Context: an optimization exercise on an open-source flow, tuned for small area. The choices shown serve that exercise and are no tape-out recipe.
At most, simulation tests tie the RTL to the original design; equivalence was not proved.
Power is estimated from default activity; no workload was simulated.

==> module scan_top, before the edit <==
module scan_top
#(
    parameter int LINE_CLKS    = 64,
    parameter int PIX_PER_LINE = 16,
    parameter int FIFO_DEPTH   = 16,
    parameter int AFULL_LEVEL  = 12
)
(
    input  logic                                w_clk_1,
    input  logic                                w_adc_rst,
    input  cis_pkg::adc_sample_t                dc,
    input  cis_pkg::line_mode_t                 mode,
    input  cis_pkg::pix_src_t                   src_sel,
    input  logic [cis_pkg::on_cnt_w-1:0]        r_on_cnt,
    input  logic [cis_pkg::on_cnt_w-1:0]        g_on_cnt,
    input  logic [cis_pkg::on_cnt_w-1:0]        b_on_cnt,
    output logic [2:0]                          lrgb,
    output logic                                si,
    input  logic                                dma_on,
    input  mem_pkg::mem_addr_t                  start_adr,
    input  mem_pkg::mem_addr_t                  buf_size,
    output mem_pkg::mem_addr_t                  mem_address,
    output logic [31:0]                         mem_writedata,
    output logic                                mem_write,
    input  logic                                mem_waitrequest,
    output logic [mem_pkg::done_cnt_w-1:0]      done_cnt,
    output logic                                fifo_afull,
    output logic                                fifo_ovr
);
logic [5:0]     p;
logic           line_on;
logic [1:0]     color;
logic [1:0]     color_nxt;
logic [15:0]    on_nxt;
logic [15:0]    led_left;
logic           led_on;
logic           line_end;
logic           line_start;
logic           mode_off;
assign mode_off   = (mode == 2'd0);
assign line_end   = (p == 6'd62);
assign line_start = line_end && !mode_off;
always_comb
begin
    if (mode == 2'd2)
        color_nxt = (color == 2'd0) ? 2'd1 : (color == 2'd1) ? 2'd2 : 2'd0;
    else
        color_nxt = 2'd0;
    case (color_nxt)
        2'd1:    on_nxt = g_on_cnt;
        2'd2:    on_nxt = b_on_cnt;
        default: on_nxt = r_on_cnt;
    endcase
end
assign led_on = (led_left != '0);
always_ff @(posedge w_clk_1)
begin
    if (w_adc_rst)
    begin
        p        <= 6'h3F;
        line_on  <= 1'b0;
        color    <= 2'd2;
        led_left <= '0;
    end
    else
    begin
        p <= p + 1'b1;
        if (line_end)
            line_on <= !mode_off;
        if (line_start)
            color <= color_nxt;
        if (line_start)
            led_left <= on_nxt;
        else if (mode_off)
            led_left <= '0;
        else
            led_left <= led_left - {15'd0, led_on};
    end
end
assign si   = line_on && (p == 6'h3F);
assign lrgb = led_on ? ~(3'b001 << color) : 3'b111;
logic [11:0]    adc_q;
logic [11:0]    src_val;
logic [11:0]    first_q;             
logic [5:0]     line_tag;
logic           samp_act;
logic           form;                
logic           pix_dv;              
assign samp_act = line_on && (p[5:4] == 2'd0);
assign form     = samp_act && p[0];
assign pix_dv   = line_on && !p[0] && ((p[5:4] == 2'd0) ? (p[3:1] != 3'd0) : (p == 6'd16));
always_comb
begin
    case (src_sel)
        2'd1:    src_val = {8'd0, p[3:0]};
        2'd2:    src_val = 12'hA5A;
        default: src_val = adc_q;
    endcase
end
always_ff @(posedge w_clk_1)
begin
    adc_q   <= dc;
    first_q <= src_val;
end
always_ff @(posedge w_clk_1)
begin
    if (w_adc_rst)
    begin
        line_tag <= 6'h3F;
    end
    else
    begin
        if (line_start)
            line_tag <= line_tag + 1'b1;
    end
end
logic [31:0]    stage [0:15];
logic [4:0]     count;
logic           full;
logic           empty;
logic           pop;
logic           shift_in;
logic           wr_ok;
logic [3:0]     head;                
logic           pend;                
logic [31:0]    head_word;
assign full     = count[4];
assign empty    = (count == 5'd0);
assign shift_in = form && (!full || pop);
assign wr_ok    = pend;               
assign head     = pend ? count[3:0] : count[3:0] - 1'b1;
assign head_word = stage[head];
always_ff @(posedge w_clk_1)
begin
    if (shift_in)
    begin
        stage[0] <= {color, line_tag, first_q, src_val};
        for (int i = 1; i < 16; i++)
            stage[i] <= stage[i-1];
    end
end
always_ff @(posedge w_clk_1)
begin
    if (w_adc_rst)
    begin
        count    <= '0;
        fifo_ovr <= 1'b0;
        pend     <= 1'b0;
    end
    else
    begin
        count <= count + {4'd0, wr_ok} - {4'd0, pop};
        pend  <= shift_in;
        if (pix_dv && full)
            fifo_ovr <= 1'b1;
    end
end
assign fifo_afull = (count >= 5'd12);
localparam logic [1:0] WR_IDLE = 2'd0, WR_POP = 2'd1, WR_WRITE = 2'd2;
logic [1:0]     state;
logic [27:0]    beat_n;
logic [27:0]    beat_n_inc;
logic [27:0]    adr_inc;
logic [15:0]    done_inc;
logic           idle;
logic           beat_done;
logic           buf_end;
assign idle      = (state == WR_IDLE);
assign pop       = (state == WR_POP);
assign mem_write = (state == WR_WRITE);
assign beat_done = mem_write && !mem_waitrequest;
assign buf_end   = beat_done && (beat_n == buf_size);
assign beat_n_inc = beat_n + {27'd0, beat_done};
assign adr_inc = mem_address + {25'd0, beat_done, 2'b0};
assign done_inc = done_cnt + {15'd0, buf_end};
always_ff @(posedge w_clk_1)
begin
    if (w_adc_rst)
    begin
        state    <= WR_IDLE;
        beat_n   <= 28'd1;
        done_cnt <= '0;
    end
    else
    begin
        case (state)
            WR_IDLE:  if (dma_on && !empty) state <= WR_POP;
            WR_POP:   state <= WR_WRITE;
            WR_WRITE: if (beat_done) state <= WR_IDLE;
            default:  state <= WR_IDLE;
        endcase
        beat_n   <= buf_end ? 28'd1 : beat_n_inc;
        done_cnt <= done_inc;
    end
end
always_ff @(posedge w_clk_1)
begin
    if (idle && (beat_n == 28'd1))
        mem_address <= start_adr;
    else
        mem_address <= adr_inc;
    if (pop)
        mem_writedata <= head_word;
end
endmodule
Settings: LEC_CHECK=0, CAP_MARGIN=20, CORE_MARGIN=2, CORE_UTILIZATION=65, SLEW_MARGIN=20; clock period 5.0 ns.
standard.sh (not shown) runs the stock make flow with config.mk's settings and CLKGATE_MAP_FILE= SYNTH_SCRIPT=/design/flow/synth_recipe.tcl, a recipe that flattens the netlist after the stock synthesis.
==> flow/flow/run.sh <==
#!/bin/bash
# Standard ORFS layout (standard.sh) with three changes:
#  - ABC maps for area: a copy of ORFS's scripts folder whose abc_speed.script
#    is replaced by flow/abc_area_map.script (registers are untouched by ABC);
#  - port buffers are buf_1 instead of the default clkdlybuf4s50_1;
#  - the clock tree uses clkbuf_8 clusters of up to 18 sinks and no dummy loads.
set -euo pipefail
cd "$(dirname "$0")/.."
rm -rf scripts_area
cp -r "$FLOW_HOME/scripts" scripts_area
cp flow/abc_area_map.script scripts_area/abc_speed.script
export BUFFER_PORTS_ARGS="-buffer_cell sky130_fd_sc_hd__buf_1"
export CTS_ARGS="-sink_clustering_enable -repair_clock_nets -dont_use_dummy_load -buf_list {sky130_fd_sc_hd__clkbuf_8} -sink_clustering_size 18 -sink_clustering_max_diameter 70"
bash standard.sh SCRIPTS_DIR="$PWD/scripts_area" finish > layout.log 2>&1
==> flow/flow/abc_area_map.script <==
strash
&get -n
&st
&dch -f
&nf -R 1000
&put
Next try:
--- a/flow/design.v
+++ b/flow/design.v
@@ -130,11 +130,10 @@
 logic           samp_act;
 logic           form;                
 logic           pix_dv;              
 assign samp_act = line_on && (p[5:4] == 2'd0);
 assign form     = samp_act && p[0];
-assign pix_dv   = line_on && !p[0] && ((p[5:4] == 2'd0) ? (p[3:1] != 3'd0) : (p == 6'd16));
 always_comb
 begin
     case (src_sel)
         2'd1:    src_val = {8'd0, p[3:0]};
         2'd2:    src_val = 12'hA5A;
@@ -148,14 +147,16 @@
 end
 always_ff @(posedge w_clk_1)
 begin
     if (w_adc_rst)
     begin
+        pix_dv   <= 1'b0;
         line_tag <= 6'h3F;
     end
     else
     begin
+        pix_dv <= form;
         if (line_start)
             line_tag <= line_tag + 1'b1;
     end
 end
 logic [31:0]    stage [0:15];
@@ -164,17 +165,15 @@
 logic           empty;
 logic           pop;
 logic           shift_in;
 logic           wr_ok;
 logic [3:0]     head;                
-logic           pend;                
 logic [31:0]    head_word;
 assign full     = count[4];
 assign empty    = (count == 5'd0);
 assign shift_in = form && (!full || pop);
-assign wr_ok    = pend;               
-assign head     = pend ? count[3:0] : count[3:0] - 1'b1;
+assign wr_ok    = pix_dv && !full;
 assign head_word = stage[head];
 always_ff @(posedge w_clk_1)
 begin
     if (shift_in)
     begin
@@ -187,16 +186,16 @@
 begin
     if (w_adc_rst)
     begin
         count    <= '0;
         fifo_ovr <= 1'b0;
-        pend     <= 1'b0;
+        head     <= 4'hF;
     end
     else
     begin
         count <= count + {4'd0, wr_ok} - {4'd0, pop};
-        pend  <= shift_in;
+        head  <= head + {3'd0, shift_in} - {3'd0, pop};
         if (pix_dv && full)
             fifo_ovr <= 1'b1;
     end
 end
 assign fifo_afull = (count >= 5'd12);
Result:
- hold slack degrades by 0.0032 ns
- worst setup slack improves by 0.041 ns
- design area hardly moves
- total power drops by 14%
- utilization drops by 0.20 points
- clock skew drops by 0.034 ns
- fmax climbs by 1.1%
- combinational power drops by 46%
- sequential share of layout area climbs by 0.31 points
- wire length drops by 2.3%
- flip-flop and latch count climbs by 4
- via count drops by 0.35%
- register-to-register slack improves by 0.04 ns
- synthesized area climbs by 0.52%
The RTL of the first run of this note was laid out without a check of its function.

* * *

The RTL this note starts from:
==> flow/design.v <==
package cis_pkg;
localparam int adc_w      = 12;                  
localparam int on_cnt_w   = 16;                  
typedef logic [adc_w-1:0] adc_sample_t;
localparam adc_sample_t const_pattern = 12'hA5A;     
typedef enum logic [1:0]
{
    color_red   = 2'd0,
    color_green = 2'd1,
    color_blue  = 2'd2
} color_t;
typedef enum logic [1:0]
{
    mode_off    = 2'd0,                          
    mode_mono   = 2'd1,                          
    mode_rgb    = 2'd2                           
} line_mode_t;
typedef enum logic [1:0]
{
    src_adc     = 2'd0,
    src_ramp    = 2'd1,
    src_const   = 2'd2
} pix_src_t;
typedef struct packed
{
    color_t         color;                       
    logic [5:0]     line_idx;                    
    adc_sample_t    samp0;                       
    adc_sample_t    samp1;                       
} pix_word_t;
endpackage
package mem_pkg;
localparam int addr_w     = 28;                  
localparam int done_cnt_w = 16;                  
typedef logic [addr_w-1:0] mem_addr_t;
localparam mem_addr_t word_bytes = 28'd4;        
typedef enum logic [1:0]
{
    wr_idle     = 2'd0,                          
    wr_pop      = 2'd1,                          
    wr_write    = 2'd2                           
} wr_state_t;
endpackage
`timescale 1ns/10ps
module scan_top
#(
    parameter int LINE_CLKS    = 64,
    parameter int PIX_PER_LINE = 16,
    parameter int FIFO_DEPTH   = 16,
    parameter int AFULL_LEVEL  = 12
)
(
    input  logic                                w_clk_1,
    input  logic                                w_adc_rst,
    input  cis_pkg::adc_sample_t                dc,
    input  cis_pkg::line_mode_t                 mode,
    input  cis_pkg::pix_src_t                   src_sel,
    input  logic [cis_pkg::on_cnt_w-1:0]        r_on_cnt,
    input  logic [cis_pkg::on_cnt_w-1:0]        g_on_cnt,
    input  logic [cis_pkg::on_cnt_w-1:0]        b_on_cnt,
    output logic [2:0]                          lrgb,
    output logic                                si,
    input  logic                                dma_on,
    input  mem_pkg::mem_addr_t                  start_adr,
    input  mem_pkg::mem_addr_t                  buf_size,
    output mem_pkg::mem_addr_t                  mem_address,
    output logic [31:0]                         mem_writedata,
    output logic                                mem_write,
    input  logic                                mem_waitrequest,
    output logic [mem_pkg::done_cnt_w-1:0]      done_cnt,
    output logic                                fifo_afull,
    output logic                                fifo_ovr
);
logic [5:0]     p;
logic           line_on;
logic [1:0]     color;
logic [1:0]     color_nxt;
logic [15:0]    on_nxt;
logic [15:0]    led_left;
logic           led_on;
logic           line_end;
logic           line_start;
logic           mode_off;
assign mode_off   = (mode == 2'd0);
assign line_end   = (p == 6'd62);
assign line_start = line_end && !mode_off;
always_comb
begin
    if (mode == 2'd2)
        color_nxt = (color == 2'd0) ? 2'd1 : (color == 2'd1) ? 2'd2 : 2'd0;
    else
        color_nxt = 2'd0;
    case (color_nxt)
        2'd1:    on_nxt = g_on_cnt;
        2'd2:    on_nxt = b_on_cnt;
        default: on_nxt = r_on_cnt;
    endcase
end
assign led_on = (led_left != '0);
always_ff @(posedge w_clk_1)
begin
    if (w_adc_rst)
    begin
        p        <= 6'h3F;
        line_on  <= 1'b0;
        color    <= 2'd2;
        led_left <= '0;
    end
    else
    begin
        p <= p + 1'b1;
        if (line_end)
            line_on <= !mode_off;
        if (line_start)
            color <= color_nxt;
        if (line_start)
            led_left <= on_nxt;
        else if (mode_off)
            led_left <= '0;
        else
            led_left <= led_left - {15'd0, led_on};
    end
end
assign si   = line_on && (p == 6'h3F);
assign lrgb = led_on ? ~(3'b001 << color) : 3'b111;
logic [11:0]    adc_q;
logic [11:0]    src_val;
logic [11:0]    first_q;             
logic [5:0]     line_tag;
logic           samp_act;
logic           form;                
logic           pix_dv;              
assign samp_act = line_on && (p[5:4] == 2'd0);
assign form     = samp_act && p[0];
always_comb
begin
    case (src_sel)
        2'd1:    src_val = {8'd0, p[3:0]};
        2'd2:    src_val = 12'hA5A;
        default: src_val = adc_q;
    endcase
end
always_ff @(posedge w_clk_1)
begin
    adc_q   <= dc;
    first_q <= src_val;
end
always_ff @(posedge w_clk_1)
begin
    if (w_adc_rst)
    begin
        pix_dv   <= 1'b0;
        line_tag <= 6'h3F;
    end
    else
    begin
        pix_dv <= form;
        if (line_start)
            line_tag <= line_tag + 1'b1;
    end
end
logic [31:0]    stage [0:15];
logic [4:0]     count;
logic           full;
logic           empty;
logic           pop;
logic           shift_in;
logic           wr_ok;
logic [3:0]     head;                
logic [31:0]    head_word;
assign full     = count[4];
assign empty    = (count == 5'd0);
assign shift_in = form && (!full || pop);
assign wr_ok    = pix_dv && !full;
assign head_word = stage[head];
always_ff @(posedge w_clk_1)
begin
    if (shift_in)
    begin
        stage[0] <= {color, line_tag, first_q, src_val};
        for (int i = 1; i < 16; i++)
            stage[i] <= stage[i-1];
    end
end
always_ff @(posedge w_clk_1)
begin
    if (w_adc_rst)
    begin
        count    <= '0;
        fifo_ovr <= 1'b0;
        head     <= 4'hF;
    end
    else
    begin
        count <= count + {4'd0, wr_ok} - {4'd0, pop};
        head  <= head + {3'd0, shift_in} - {3'd0, pop};
        if (pix_dv && full)
            fifo_ovr <= 1'b1;
    end
end
assign fifo_afull = (count >= 5'd12);
localparam logic [1:0] WR_IDLE = 2'd0, WR_POP = 2'd1, WR_WRITE = 2'd2;
logic [1:0]     state;
logic [27:0]    beat_n;
logic [27:0]    beat_n_inc;
logic [27:0]    adr_inc;
logic [15:0]    done_inc;
logic           idle;
logic           beat_done;
logic           buf_end;
assign idle      = (state == WR_IDLE);
assign pop       = (state == WR_POP);
assign mem_write = (state == WR_WRITE);
assign beat_done = mem_write && !mem_waitrequest;
assign buf_end   = beat_done && (beat_n == buf_size);
always_comb
begin
    logic c;
    c = beat_done;
    for (int i = 0; i < 28; i++)
    begin
        beat_n_inc[i] = beat_n[i] ^ c;
        c = c & beat_n[i];
    end
    adr_inc[1:0] = mem_address[1:0];
    c = beat_done;
    for (int i = 2; i < 28; i++)
    begin
        adr_inc[i] = mem_address[i] ^ c;
        c = c & mem_address[i];
    end
    c = buf_end;
    for (int i = 0; i < 16; i++)
    begin
        done_inc[i] = done_cnt[i] ^ c;
        c = c & done_cnt[i];
    end
end
always_ff @(posedge w_clk_1)
begin
    if (w_adc_rst)
    begin
        state    <= WR_IDLE;
        beat_n   <= 28'd1;
        done_cnt <= '0;
    end
    else
    begin
        case (state)
            WR_IDLE:  if (dma_on && !empty) state <= WR_POP;
            WR_POP:   state <= WR_WRITE;
            WR_WRITE: if (beat_done) state <= WR_IDLE;
            default:  state <= WR_IDLE;
        endcase
        beat_n   <= buf_end ? 28'd1 : beat_n_inc;
        done_cnt <= done_inc;
    end
end
always_ff @(posedge w_clk_1)
begin
    if (idle && (beat_n == 28'd1))
        mem_address <= start_adr;
    else
        mem_address <= adr_inc;
    if (pop)
        mem_writedata <= head_word;
end
endmodule
Settings: LEC_CHECK=0, CAP_MARGIN=20, CORE_MARGIN=2, CORE_UTILIZATION=65, SLEW_MARGIN=20; clock period 5.0 ns.
Scripts as last shown in full above: flow/flow/run.sh, flow/flow/abc_area_map.script
The starting point finished but fails on negative setup slack.
Change:
--- a/flow/design.v
+++ b/flow/design.v
@@ -133,4 +133,5 @@
 assign samp_act = line_on && (p[5:4] == 2'd0);
 assign form     = samp_act && p[0];
+assign pix_dv   = line_on && !p[0] && ((p[5:4] == 2'd0) ? (p[3:1] != 3'd0) : (p == 6'd16));
 always_comb
 begin
@@ -150,10 +151,8 @@
     if (w_adc_rst)
     begin
-        pix_dv   <= 1'b0;
         line_tag <= 6'h3F;
     end
     else
     begin
-        pix_dv <= form;
         if (line_start)
             line_tag <= line_tag + 1'b1;
@@ -168,10 +167,26 @@
 logic           wr_ok;
 logic [3:0]     head;                
+logic           pend;                
 logic [31:0]    head_word;
 assign full     = count[4];
 assign empty    = (count == 5'd0);
 assign shift_in = form && (!full || pop);
-assign wr_ok    = pix_dv && !full;
-assign head_word = stage[head];
+assign wr_ok    = pend;               
+assign head     = pend ? count[3:0] : count[3:0] - 1'b1;
+logic [15:0]    head_oh;
+logic [31:0]    part [0:5];
+always_comb
+begin
+    head_oh = '0;
+    head_oh[head] = 1'b1;
+    for (int g = 0; g < 6; g++)
+    begin
+        part[g] = '0;
+        for (int i = 0; i < 3; i++)
+            if (3*g+i < 16)
+                part[g] = part[g] | ({32{head_oh[3*g+i]}} & stage[3*g+i]);
+    end
+    head_word = part[0] | part[1] | part[2] | part[3] | part[4] | part[5];
+end
 always_ff @(posedge w_clk_1)
 begin
@@ -189,10 +204,10 @@
         count    <= '0;
         fifo_ovr <= 1'b0;
-        head     <= 4'hF;
+        pend     <= 1'b0;
     end
     else
     begin
         count <= count + {4'd0, wr_ok} - {4'd0, pop};
-        head  <= head + {3'd0, shift_in} - {3'd0, pop};
+        pend  <= shift_in;
         if (pix_dv && full)
             fifo_ovr <= 1'b1;
@@ -214,27 +229,7 @@
 assign beat_done = mem_write && !mem_waitrequest;
 assign buf_end   = beat_done && (beat_n == buf_size);
-always_comb
-begin
-    logic c;
-    c = beat_done;
-    for (int i = 0; i < 28; i++)
-    begin
-        beat_n_inc[i] = beat_n[i] ^ c;
-        c = c & beat_n[i];
-    end
-    adr_inc[1:0] = mem_address[1:0];
-    c = beat_done;
-    for (int i = 2; i < 28; i++)
-    begin
-        adr_inc[i] = mem_address[i] ^ c;
-        c = c & mem_address[i];
-    end
-    c = buf_end;
-    for (int i = 0; i < 16; i++)
-    begin
-        done_inc[i] = done_cnt[i] ^ c;
-        c = c & done_cnt[i];
-    end
-end
+assign beat_n_inc = beat_n + {27'd0, beat_done};
+assign adr_inc = mem_address + {25'd0, beat_done, 2'b0};
+assign done_inc = done_cnt + {15'd0, buf_end};
 always_ff @(posedge w_clk_1)
 begin
The changed run finished with timing, DRC and antenna clean.
Sequential power went up by about 3%.
Global-route usage goes down by 0.28 points.
Total power came out higher by 17%.
Clock power barely changes.
Worst hold slack got worse by 0.0069 ns.
Register-to-register slack is better by 1.0 ns.
Sequential share of layout area came out higher by 1.9 points.
First-iteration DRC count rose by about 26%.
Via count went up by about 2%.
Wire length falls by about 1.7%.
Non-clock buffer count went down by 5.
The RTL of the first run of this note was laid out without a check of its function.

static timing again, ports no longer ideal:
No port has a modelled driver above. Below, the same layouts with a new extraction and two added sets of constraints. Step 1: set_driving_cell puts a clkbuf_16 on w_clk_1 and a buf_2 on each other input, an assumption about the parent block. Step 2 moves the port delays by t, midway between the first and last clock arrival at a register: inputs arrive t later, outputs are due t later. That takes back most of the time a late clock gives input paths. a / b / c = no drivers / after step 1 / after step 2; a / b = the first two.
run	t, ns	slack for setup (ns)	clock arrival spread, ns
the first run of note 1	0.652	1.338 / 1.338 / 0.892	0.087 / 0.087
the second run of note 1	0.685	1.379 / 1.379 / 0.895	0.037 / 0.037
the first run of note 2	0.673	-0.021 / -0.021 / -0.647	0.041 / 0.042
the second run of note 2	0.670	1.014 / 1.014 / 0.569	0.059 / 0.059
The setup slack of the first run of note 2, which loses most, moves by 0.000 ns with the drivers and by -0.626 ns with both steps.
